Source: an optimization exercise on an open RTL-to-GDS flow (aim: a short achievable clock period and few clock cycles per item). Production flows keep margins and buffers that such runs may drop. In this exercise RTL edits were held to simulation tests only and were not proved equivalent to the original. Power is estimated from default activity; no workload was simulated.

==> design.v <==
package crf_pkg;
    localparam int CHAN_W  = 2;
    localparam int BTN_W   = 9;
    localparam int DPAD_W  = 4;
    localparam int AXIS_W  = 10;
    localparam int LEVEL_W = 10;
    localparam int MODE_W  = 8;
    localparam int RPT_W   = 13;
    localparam int VAL_W   = 8;
    localparam int BTN_A     = 0;
    localparam int BTN_B     = 1;
    localparam int BTN_X     = 2;
    localparam int BTN_Y     = 3;
    localparam int BTN_SHR   = 4;
    localparam int BTN_TL    = 5;
    localparam int BTN_TR    = 6;
    localparam int BTN_START = 7;
    localparam int BTN_SYS   = 8;
    localparam int PAD_UP = 0;
    localparam int PAD_DN = 1;
    localparam int PAD_RT = 2;
    localparam int PAD_LT = 3;
    localparam logic [VAL_W-1:0] VAL_MAX = 8'd255;
    localparam logic [MODE_W-1:0] MODE_TRIG_NIB  = 8'd0;
    localparam logic [MODE_W-1:0] MODE_STICK_NIB = 8'd1;
    localparam logic [MODE_W-1:0] MODE_BOTH_NIB  = 8'd2;
    localparam logic [MODE_W-1:0] MODE_AB_ZERO   = 8'd4;
    localparam int ITEM_W = CHAN_W + (RPT_W - 1) + 6 * VAL_W;
endpackage
module crf_stick_scale_lo #(
    parameter bit NEG = 1'b0
) (
    input  logic [crf_pkg::AXIS_W-1:0] i_axis,
    output logic [7:0]                 o_mid     
);
    localparam logic [1535:0] Q_POS = 1536'hdb6db6d75d75d74d34d33cf3cf3cb2cb2cb1c71c70c30c30befbefbeebaebadb6db6db2cb2cb2baebaeaaaaaaaa69a69a68a28a279e79e79a69a69a59659649249248e38e38e28a28a186186182082081f7df7de79e79e75d75d75c71c71b6db6db69a69a6596596586186185d75d75965965955555555145144d34d34d249249245145141041040f3cf3cf38e38e34d34d34c30c30c2cb2cb28a28a2892492492082081c71c71c61861861451451041041030c30c3082082041041040000000;
    localparam logic [1535:0] Q_NEG = 1536'h0000000410410420820830c30c31041041051451461861861c71c71c820820924924928a28a28b2cb2cc30c30c34d34d34e38e38f3cf3cf4104104114514524924924d34d34d45145155555555965965975d75d861861865965965a69a69b6db6db71c71c75d75d75e79e79e7df7df8208208218618618a28a28e38e38e49249249659659a69a69a79e79e7a28a28a69a69a6aaaaaaaaebaebb2cb2cb2db6db6dbaebaebefbefbf0c30c30c71c71cb2cb2cb3cf3cf3d34d34d75d75d76db6db7;
    logic [5:0] w_q;
    assign w_q   = NEG ? Q_NEG[i_axis[7:0] * 6 +: 6] : Q_POS[i_axis[7:0] * 6 +: 6];
    assign o_mid = {NEG ? ~i_axis[9:8] : i_axis[9:8], w_q};
endmodule
module crf_stick_scale (
    input  logic [7:0]                i_mid,   
    output logic [crf_pkg::VAL_W-1:0] o_value
);
    localparam logic [2047:0] FIN = 2048'h87868584838281807f7e7d7c7b7a797877767574737271706f6e6d6c6b6a696867666564636261605f5e5d5c5b5a595857565554535251504f4e4d4c4b4a4948504f4e4d4c4b4a494847464544434241403f3e3d3c3b3a393837363534333231302f2e2d2c2b2a292827262524232221201f1e1d1c1b1a191817161514131211f5f4f3f2f1f0efeeedecebeae9e8e7e6e5e4e3e2e1e0dfdedddcdbdad9d8d7d6d5d4d3d2d1d0cfcecdcccbcac9c8c7c6c5c4c3c2c1c0bfbebdbcbbbab9b8b7b6bebdbcbbbab9b8b7b6b5b4b3b2b1b0afaeadacabaaa9a8a7a6a5a4a3a2a1a09f9e9d9c9b9a999897969594939291908f8e8d8c8b8a898887868584838281807f;
    assign o_value = FIN[i_mid * 8 +: 8];
endmodule
module crf_trig_scale_lo (
    input  logic [crf_pkg::LEVEL_W-1:0] i_level,
    output logic [9:0]                  o_mid,    
    output logic                        o_knee,
    output logic                        o_nz
);
    logic w_dec;
    assign w_dec  = i_level[0] ? (i_level[8:0] >= 9'd501) : (i_level[8:0] != 9'd0);
    assign o_mid  = {i_level[9], i_level[8:1], w_dec};
    assign o_knee = i_level >= 10'd493;
    assign o_nz   = i_level >= 10'd3;
endmodule
module crf_trig_scale (
    input  logic [9:0]                i_mid,   
    output logic [crf_pkg::VAL_W-1:0] o_s
);
    localparam logic [4095:0] DEC = 4096'hfefffdfefcfdfbfcfafbf9faf8f9f7f8f6f7f5f6f4f5f3f4f2f3f1f2f0f1eff0eeefedeeecedebeceaebe9eae8e9e7e8e6e7e5e6e4e5e3e4e2e3e1e2e0e1dfe0dedfdddedcdddbdcdadbd9dad8d9d7d8d6d7d5d6d4d5d3d4d2d3d1d2d0d1cfd0cecfcdcecccdcbcccacbc9cac8c9c7c8c6c7c5c6c4c5c3c4c2c3c1c2c0c1bfc0bebfbdbebcbdbbbcbabbb9bab8b9b7b8b6b7b5b6b4b5b3b4b2b3b1b2b0b1afb0aeafadaeacadabacaaaba9aaa8a9a7a8a6a7a5a6a4a5a3a4a2a3a1a2a0a19fa09e9f9d9e9c9d9b9c9a9b999a9899979896979596949593949293919290918f908e8f8d8e8c8d8b8c8a8b898a8889878886878586848583848283818280817f807e7f7d7e7c7d7b7c7a7b797a7879777876777576747573747273717270716f706e6f6d6e6c6d6b6c6a6b696a6869676866676566646563646263616260615f605e5f5d5e5c5d5b5c5a5b595a5859575856575556545553545253515250514f504e4f4d4e4c4d4b4c4a4b494a4849474846474546444543444243414240413f403e3f3d3e3c3d3b3c3a3b393a3839373836373536343533343233313230312f302e2f2d2e2c2d2b2c2a2b292a2829272826272526242523242223212220211f201e1f1d1e1c1d1b1c1a1b191a1819171816171516141513141213111210110f100e0f0d0e0c0d0b0c0a0b090a080907080607050604050304020301020001ff00;
    assign o_s = i_mid[9] ? crf_pkg::VAL_MAX : DEC[i_mid[8:0] * 8 +: 8];
endmodule
module crf_report_build (
    input  logic [crf_pkg::CHAN_W-1:0]     i_channel,
    input  logic [crf_pkg::RPT_W-4:0]      i_buttons,    
    input  logic                           i_trig_nib,   
    input  logic                           i_stick_nib,  
    input  logic                           i_trig_zero,  
    input  logic [3:0][crf_pkg::VAL_W-1:0] i_stick,      
    input  logic [1:0][crf_pkg::VAL_W-1:0] i_ts,         
    input  logic [1:0]                     i_knee,       
    input  logic [1:0]                     i_nz,         
    input  logic [1:0]                     i_press,      
    output logic [crf_pkg::ITEM_W-1:0]     o_item
);
    logic [3:0][crf_pkg::VAL_W-1:0] w_stick;
    logic [1:0][crf_pkg::VAL_W-1:0] w_lvl;
    logic [1:0][crf_pkg::VAL_W-1:0] w_trig;
    logic [1:0]                     w_btn;
    always_comb begin
        w_stick = i_stick;
        if (i_stick_nib) begin
            w_stick[2] = i_stick[2] >> 4;
            w_stick[3] = i_stick[3] >> 4;
        end
        for (int i = 0; i < 2; i++) begin
            w_lvl[i]  = (i_press[i] & (i_knee[i] | !i_nz[i])) ? crf_pkg::VAL_MAX : i_ts[i];
            w_btn[i]  = i_knee[i] | (!i_nz[i] & i_press[i]);
            w_trig[i] = i_trig_zero ? 8'h00 : (i_trig_nib ? (w_lvl[i] >> 4) : w_lvl[i]);
        end
    end
    assign o_item = {i_channel, i_buttons[9:6], w_btn[1], w_btn[0], i_buttons[5:0],
                     w_stick[0], w_stick[1], w_stick[2], w_stick[3], w_trig[0], w_trig[1]};
endmodule
module controller_report_formatter_unit (
    input  logic                              i_clk,
    input  logic                              i_rst_n,
    input  logic                              i_upd_valid,
    output logic                              o_upd_ready,
    input  logic [crf_pkg::CHAN_W-1:0]        i_upd_channel,
    input  logic [crf_pkg::BTN_W-1:0]         i_upd_button_bits,
    input  logic [crf_pkg::DPAD_W-1:0]        i_upd_dpad_bits,
    input  logic signed [crf_pkg::AXIS_W-1:0] i_upd_axis_left_x,
    input  logic signed [crf_pkg::AXIS_W-1:0] i_upd_axis_left_y,
    input  logic signed [crf_pkg::AXIS_W-1:0] i_upd_axis_right_x,
    input  logic signed [crf_pkg::AXIS_W-1:0] i_upd_axis_right_y,
    input  logic [crf_pkg::LEVEL_W-1:0]       i_upd_brake_level,
    input  logic [crf_pkg::LEVEL_W-1:0]       i_upd_throttle_level,
    input  logic [crf_pkg::MODE_W-1:0]        i_upd_analog_mode,
    output logic                              o_rpt_valid,
    input  logic                              i_rpt_ready,
    output logic [crf_pkg::CHAN_W-1:0]        o_rpt_out_channel,
    output logic [crf_pkg::RPT_W-1:0]         o_rpt_report_buttons,
    output logic [crf_pkg::VAL_W-1:0]         o_rpt_stick_lx,
    output logic [crf_pkg::VAL_W-1:0]         o_rpt_stick_ly,
    output logic [crf_pkg::VAL_W-1:0]         o_rpt_stick_rx,
    output logic [crf_pkg::VAL_W-1:0]         o_rpt_stick_ry,
    output logic [crf_pkg::VAL_W-1:0]         o_rpt_trig_left,
    output logic [crf_pkg::VAL_W-1:0]         o_rpt_trig_right
);
    localparam int IW = crf_pkg::ITEM_W;
    logic       r_rdy;       
    logic [1:0] r_cnt;       
    logic       r0_v;
    logic       rs_v;
    logic       ro_v;
    logic       w_acc;       
    logic       w_deq;       
    assign o_upd_ready = r_rdy;
    assign w_acc = i_upd_valid & r_rdy;
    assign w_deq = ro_v & i_rpt_ready;
    always_ff @(posedge i_clk) begin
        if (!i_rst_n) begin
            r_cnt <= '0;
            r_rdy <= 1'b1;
        end else begin
            case ({w_acc, w_deq})
                2'b10: begin
                    r_cnt <= r_cnt + 2'd1;
                    r_rdy <= r_cnt < 2'd2;
                end
                2'b01: begin
                    r_cnt <= r_cnt - 2'd1;
                    r_rdy <= 1'b1;
                end
                default: begin
                    r_rdy <= r_cnt < 2'd3;
                end
            endcase
        end
    end
    logic [3:0][7:0] w_smid;
    logic [1:0][9:0] w_tmid;
    logic [1:0]      w_knee;
    logic [1:0]      w_nz;
    crf_stick_scale_lo #(.NEG(1'b0)) u_lx_lo (.i_axis(i_upd_axis_left_x),  .o_mid(w_smid[0]));
    crf_stick_scale_lo #(.NEG(1'b1)) u_ly_lo (.i_axis(i_upd_axis_left_y),  .o_mid(w_smid[1]));
    crf_stick_scale_lo #(.NEG(1'b0)) u_rx_lo (.i_axis(i_upd_axis_right_x), .o_mid(w_smid[2]));
    crf_stick_scale_lo #(.NEG(1'b1)) u_ry_lo (.i_axis(i_upd_axis_right_y), .o_mid(w_smid[3]));
    crf_trig_scale_lo u_tl_lo (.i_level(i_upd_brake_level),    .o_mid(w_tmid[0]), .o_knee(w_knee[0]), .o_nz(w_nz[0]));
    crf_trig_scale_lo u_tr_lo (.i_level(i_upd_throttle_level), .o_mid(w_tmid[1]), .o_knee(w_knee[1]), .o_nz(w_nz[1]));
    logic [crf_pkg::CHAN_W-1:0]     r0_ch;
    logic [crf_pkg::RPT_W-4:0]      r0_btn;        
    logic [1:0]                     r0_press;
    logic                           r0_trig_nib, r0_stick_nib, r0_trig_zero;
    logic [3:0][7:0]                r0_smid;
    logic [1:0][9:0]                r0_tmid;
    logic [1:0]                     r0_knee;
    logic [1:0]                     r0_nz;
    always_ff @(posedge i_clk) begin
        if (r_rdy) begin
            r0_ch        <= i_upd_channel;
            r0_btn       <= {i_upd_dpad_bits[crf_pkg::PAD_RT], i_upd_dpad_bits[crf_pkg::PAD_LT],
                             i_upd_dpad_bits[crf_pkg::PAD_DN], i_upd_dpad_bits[crf_pkg::PAD_UP],
                             i_upd_button_bits[crf_pkg::BTN_SHR],
                             i_upd_button_bits[crf_pkg::BTN_START] | i_upd_button_bits[crf_pkg::BTN_SYS],
                             i_upd_button_bits[crf_pkg::BTN_Y], i_upd_button_bits[crf_pkg::BTN_X],
                             i_upd_button_bits[crf_pkg::BTN_B], i_upd_button_bits[crf_pkg::BTN_A]};
            r0_press     <= {i_upd_button_bits[crf_pkg::BTN_TR], i_upd_button_bits[crf_pkg::BTN_TL]};
            r0_trig_nib  <= (i_upd_analog_mode == crf_pkg::MODE_TRIG_NIB) ||
                            (i_upd_analog_mode == crf_pkg::MODE_BOTH_NIB);
            r0_stick_nib <= (i_upd_analog_mode == crf_pkg::MODE_STICK_NIB) ||
                            (i_upd_analog_mode == crf_pkg::MODE_BOTH_NIB);
            r0_trig_zero <= (i_upd_analog_mode == crf_pkg::MODE_AB_ZERO);
            r0_smid      <= w_smid;
            r0_tmid      <= w_tmid;
            r0_knee      <= w_knee;
            r0_nz        <= w_nz;
        end
    end
    logic [3:0][crf_pkg::VAL_W-1:0] w_stick;
    logic [1:0][crf_pkg::VAL_W-1:0] w_ts;
    crf_stick_scale u_lx (.i_mid(r0_smid[0]), .o_value(w_stick[0]));
    crf_stick_scale u_ly (.i_mid(r0_smid[1]), .o_value(w_stick[1]));
    crf_stick_scale u_rx (.i_mid(r0_smid[2]), .o_value(w_stick[2]));
    crf_stick_scale u_ry (.i_mid(r0_smid[3]), .o_value(w_stick[3]));
    crf_trig_scale u_tl (.i_mid(r0_tmid[0]), .o_s(w_ts[0]));
    crf_trig_scale u_tr (.i_mid(r0_tmid[1]), .o_s(w_ts[1]));
    logic [IW-1:0] w_fin;
    logic [IW-1:0] rs_item;
    logic [IW-1:0] ro_item;
    logic [IW-1:0] w_cand;
    logic          w_load;      
    crf_report_build u_build (
        .i_channel   (r0_ch),
        .i_buttons   (r0_btn),
        .i_trig_nib  (r0_trig_nib),
        .i_stick_nib (r0_stick_nib),
        .i_trig_zero (r0_trig_zero),
        .i_stick     (w_stick),
        .i_ts        (w_ts),
        .i_knee      (r0_knee),
        .i_nz        (r0_nz),
        .i_press     (r0_press),
        .o_item      (w_fin)
    );
    assign w_load = i_rpt_ready | !ro_v;
    assign w_cand = rs_v ? rs_item : w_fin;
    always_ff @(posedge i_clk) begin
        if (!i_rst_n) begin
            r0_v <= 1'b0;
            rs_v <= 1'b0;
            ro_v <= 1'b0;
        end else begin
            if (r_rdy)                  r0_v <= i_upd_valid;
            else if (w_load || !rs_v)   r0_v <= 1'b0;
            if (w_load) begin
                ro_v <= rs_v | r0_v;
                rs_v <= rs_v & r0_v;
            end else if (!rs_v) begin
                rs_v <= r0_v;
            end
        end
    end
    always_ff @(posedge i_clk) begin
        if (w_load || !rs_v) rs_item <= w_fin;
    end
    logic [IW-1:0] ro_hold;
    always_ff @(posedge i_clk) begin
        ro_item <= i_rpt_ready ? w_cand : (ro_v ? ro_hold : w_cand);
    end
    always_ff @(posedge i_clk) begin
        if (w_load) ro_hold <= w_cand;
    end
    assign o_rpt_valid          = ro_v;
    assign o_rpt_out_channel    = ro_item[IW-1 -: crf_pkg::CHAN_W];
    assign o_rpt_report_buttons = {1'b1, ro_item[6*crf_pkg::VAL_W +: crf_pkg::RPT_W-1]};
    assign o_rpt_stick_lx       = ro_item[5*crf_pkg::VAL_W +: crf_pkg::VAL_W];
    assign o_rpt_stick_ly       = ro_item[4*crf_pkg::VAL_W +: crf_pkg::VAL_W];
    assign o_rpt_stick_rx       = ro_item[3*crf_pkg::VAL_W +: crf_pkg::VAL_W];
    assign o_rpt_stick_ry       = ro_item[2*crf_pkg::VAL_W +: crf_pkg::VAL_W];
    assign o_rpt_trig_left      = ro_item[1*crf_pkg::VAL_W +: crf_pkg::VAL_W];
    assign o_rpt_trig_right     = ro_item[0*crf_pkg::VAL_W +: crf_pkg::VAL_W];
endmodule
==> run.sh <==
#!/bin/bash
# synth_recipe.tcl (not shown) runs the flow's synth.tcl, then flattens the netlist and writes it again
# the make line also repeats each setting of config.mk as NAME=value (left out here)
make -C /OpenROAD-flow-scripts/flow DESIGN_CONFIG=/design/flow/config.mk WORK_HOME=/design/flow/orfs CLKGATE_MAP_FILE= SYNTH_SCRIPT=/design/flow/synth_recipe.tcl finish
==> config.mk <==
export PLATFORM = sky130hd
export DESIGN_NAME = controller_report_formatter_unit
export DESIGN_NICKNAME = controller_report_formatter_unit
export VERILOG_FILES = /design/flow/design.v
export SDC_FILE = /design/flow/constraint.sdc
export NUM_CORES = 4
export LEC_CHECK = 0
export CAP_MARGIN = 20
export CORE_MARGIN = 2
export CORE_UTILIZATION = 40
export SETUP_SLACK_MARGIN = 4.5
export SLEW_MARGIN = 20
==> constraint.sdc <==
create_clock -name core_clock -period 6.8 [get_ports {i_clk}]
set_input_delay 1.3600 -clock core_clock [delete_from_list [all_inputs] [get_ports {i_clk}]]
set_output_delay 1.3600 -clock core_clock [all_outputs]
set_load 0.01 [all_outputs]
==> summary.txt <==
Outcome
The flow ran to the end and the layout has no timing, DRC or antenna violations.

Timing
In the finished design, the share of the clock period the worst path needs comes to 0.358. The total negative slack is 0 ps. Setup violations remaining at the end of the flow were counted as 0. The smallest hold slack is about 440 ps. Derived from the worst setup path, the maximum achievable clock frequency is slightly above 400 MHz. The final-report max-slew violation count is 0. The hold violation total from the final report is 0. Setup repair after global routing could not meet its margin everywhere. The clock arrives with around 8 ps of skew. In this run the tightest slew margin relative to its limit is 0.515.

The final period demand of the worst path is roughly 2400 ps. For the pin with the worst max-slew slack, the measured transition is between 700 and 800 ps.

Global routing
The number of global-route vias before repair came to ~12000. The maximum number of pins on one net before global-route repair is 55. The total routing resource utilization after global routing is 0.194. The number of antenna violations at the first check in global routing is 1. For this run the aggregate overflow at the end of global routing stands at 0. The first global-routing pass estimated 63600 um of wire.

Yosys
The area share of the largest cell type after synthesis is 0.386. In this run, synthesis produced a sequential element count of 265. The number of instances in the synthesized netlist is 1575.

Counting every net in the synthesized netlist gives between 1500 and 2000. The number of enable-type register cells in the synthesized netlist is 197. Ranked by total cell area, the synthesized netlist is headed by edfxtp_1, dfxtp_1, mux2_2. The biggest area consumer among synthesized cells is edfxtp_1.

For this run, the leading register cell type out of synthesis is edfxtp_1. The sequential share of the synthesized area is 0.475. In this run the mean area of a mapped cell was 9.74 um^2.

The number of different library cells in the post-synthesis netlist is 79. During synthesis, Yosys emitted a total of 2 warnings. For this run, asynchronously set or reset flops after synthesis account for 0. The post-synthesis instance area is 0.0153 mm^2.

Clock network
The post-CTS clock slew at the launch and capture registers of the worst setup and hold paths is around 60 ps. In this run, post-CTS hold repair placed 0 buffers. The level count of the clock H-tree is 1.

The clock latency on the worst-skew pair is about 530 ps. Counting along the longest clock path gives a buffer depth of 3. The number of buffers added by the clock tree synthesis step is 29. The total clock sinks is 265. TritonCTS built the clock tree.

The clock root buffer master is clkbuf_16.

Critical path
For the worst flop-to-flop path, the logic depth is 8. The worst reg2reg path startpoint is r0_tmid[1]$_DFFE_PP_. STA classifies the critical path endpoint as a flop.

The endpoint of the lowest-slack register-to-register path is ro_item[15]$_DFF_P_. Across all register-to-register paths, the minimum setup slack is between 4000 and 5000 ps. The data required time of the worst path is 7150 ps. The worst setup path is launched from a primary input. Data on the critical path arrives at its endpoint at approximately 2800 ps. The critical path class is in -> reg.

The largest fanout on the critical path is 4.

Routing
Dividing the detail-routed wire length by the instance count gives between 15 and 20 um. Routed signal wires occupy layers up through met5. The total DRC errors in the routed layout is 0. The final routed wirelength across all metal layers is 41200 um. For this run, the detailed router's first-pass iteration total came to 5.

The vias after detailed routing is ~13000. The violation count after the first detailed-route iteration is 703. After detailed routing, the wire length on met1 is 18100 um.

In the detailed route, the total length drawn on met3 is about 2000 um. Detailed routing placed a total of between 20000 and 25000 um of wire on met2. Once detail routing completed, the nets flagged for antenna violations numbered 0. The mean number of vias per cell is 5.65.

Layout
The final net count is between 1500 and 2000. The antenna diode count is 0. The most common cell after layout, fill and taps aside is edfxtp_1. Leaving out fill and tap cells, the most frequent cells in the layout are edfxtp_1, nor2_1, nand2_1. Excluding fillers, the count of instances in the completed layout stands at between 2000 and 2500.

The area growth from synthesis to layout is 33.8%. The fraction of layout cells with a size suffix above 1 is 0.311. The utilization of the core after routing is 0.543.

Floorplanning
The floorplan step defined a core boundary enclosing approximately 0.038 mm^2. The width of the die is around 200 um. ~150 I/O pins were placed. The effective utilization at floorplan is 0.406. The die covers 0.0399 mm^2. The vertical die dimension is around 200 um. The site row count is roughly 70.

Min path
The worst hold path was traced through 2 stages. The worst hold path begins at ro_hold[35]$_DFFE_PP_. The worst hold path terminates at ro_item[35]$_DFF_P_. The class of the worst hold path is reg -> reg.

Power
The share of total power dissipated in sequential elements is 0.451. The power per standard cell area is roughly 250 mW/mm^2. The share of total power dissipated in the clock network is 0.284. The relative contribution of combinational cells to total power is 0.265. VDD sags by at most 0.202 mV.

The proportion of total power due to net switching is 0.287. Cell internal power was estimated by the tool at ~0.0036 W. The static power due to leakage is just under 8 nW. The power dissipated by switching net loads is about 0.0015 W.

Placement
The congestion estimate from routability-driven global placement came to 0.888. The total instance count after detailed placement is roughly 2100. The quantity of I/O buffers inserted on ports is 150. The half-perimeter wire length of the detailed placement result is 24300 um.

Flow run
The max-capacitance violation count is 0.
## synth_stat cells (8+ instances only)
library cell    n
nor3_1         29
o311ai_0        8
mux2i_1        13
nor2_1        155
clkbuf_1      103
nand2b_1       25
o21ai_0       124
edfxtp_1      197
nor2b_1        26
o21a_1         18
inv_1          71
nand3_1        22
or2_2           9
a311oi_1       12
a211o_1         8
and3_1         11
o221ai_1       19
a21oi_1       104
mux2_2         71
a31oi_1        38
nand2_1       129
xnor2_1        12
o22ai_1         8
ha_1           54
o211ai_1       22
o31ai_1        17
nor4_1          9
buf_1          13
or3_1           8
dfxtp_1        68
a211oi_1       28
a21o_1         10
nor3b_1         8
## cell families (layout without fill, tap and decap cells)
logic type,count (synthesis),count (layout),synth area share
AOI/OAI and AO/OA,486,486,0.207
and+or+nand+nor,459,462,0.141
DFF,265,265,0.475
buffers and inverters,198,408,0.0494
muxes,93,93,0.0729
adders and majority gates,55,55,0.0447
xor gates and xnor gates,18,18,0.0103
other,1,1,0.000245
## cell type report
class / count / area [um^2]
Sequential cell: 265 / 7330
Clock buffer: 42 / 816
Timing Repair Buffer: 279 / 3040
Multi-Input combinational cell: 1115 / 8230
Inverter: 75 / 385
Fill cell: 3305 / 17200
Timing Repair inverter: 1 / 8.76
Tap cell: 511 / 639
Clock inverter: 11 / 66.3
## worst max-delay path by stage
stage	from	to	slack [ps]	cells after the start
6_report	i_upd_axis_right_x[1]	r0_smid[16]$_DFFE_PP_	4360	9
5_1_grt	i_upd_axis_right_x[1]	r0_smid[16]$_DFFE_PP_	4350	9
4_1_cts	r_rdy$_SDFF_PN1_	o_upd_ready	4350	1
3_5_place_dp	i_rpt_ready	ro_item[24]$_DFF_P_	2470	6
3_3_place_gp	i_rpt_ready	ro_item[24]$_DFF_P_	2510	6
2_1_floorplan	i_upd_axis_left_x[2]	r0_smid[0]$_DFFE_PP_	3870	10
## critical path: stages
cell      delay, ps
buf_12          120
nand2_8          90
ha_4            150
inv_2            30
mux4_2          440
nor2_1          100
nor2_1           50
a221o_1         330
o211ai_1        110
## power groups by stage
stage | Sequential, W | Clock [W] | Combinational, W
2_1_floorplan | 0.00228 | 0 | 0.000719
3_3_place_gp | 0.00232 | 0 | 0.00109
3_5_place_dp | 0.00233 | 0 | 0.00111
4_1_cts | 0.00230 | 0.00148 | 0.00124
5_1_grt | 0.00233 | 0.00154 | 0.00147
6_report | 0.00229 | 0.00144 | 0.00135
## per-layer routing
metal	GRT usage	up-vias
met5	0	-
li1	-	6270
met2	0.338	399
met3	0.0203	82
met4	0.0546	2
met1	0.258	6237
## stage by stage
step / worst slack (ps) / cell area [um^2] / total power (W)
2_1_floorplan: 3870 / 16100 / 0.00300
3_3_place_gp: 2510 / 17400 / 0.00341
3_5_place_dp: 2470 / 17400 / 0.00343
4_1_cts: 4350 / 19800 / 0.00502
5_1_grt: 4350 / 20500 / 0.00534
6_report: 4360 / 20500 / 0.00508
## flip-flops by register name (all words and copies together), names as in the netlist, 2 cells and up
register and flops:
ro_hold 62, ro_item 62, rs_item 62, r0_smid 32
r0_tmid 20, r0_btn 10, r0_ch 2, r0_knee 2
r0_nz 2, r0_press 2, r_cnt 2
## repair_timing
action	4_1_cts	5_1_grt
buffers inserted	64	36
gates cloned	20	0
pin swaps	38	50
endpoints found under the setup margin	290	152
resized for setup	623	129
Testbench counts, summed over its fixed seeds: cycles 16,016, items 16,000.

separate check: timing with driven ports:
In the flow no input, the clock included, has a driving cell. The finished layout below was timed again as built, in two steps.
Step 1 (the two cells are an assumption about what drives the block):
set clk [get_ports {i_clk}]
set_driving_cell -lib_cell sky130_fd_sc_hd__clkbuf_16 $clk
set_driving_cell -lib_cell sky130_fd_sc_hd__buf_2 [delete_from_list [all_inputs] $clk]
Step 2 moves the port delays by t, midway between the first and last clock arrival at a register: inputs arrive t later, outputs are due t later. That takes back most of the time a late clock gives input paths.
Three values: no drivers, after step 1, after step 2; two values: the first two.
t, ns: 0.576
slack for setup (ns): 4.365 / 4.319 / 3.743
worst register clock-pin slew, ns: 0.06 / 0.06
pins driven straight from the clock port: 1
After both steps this run still meets setup and hold. For this run, drivers alone change the setup slack by -0.046 ns; drivers and shift together by -0.622 ns.
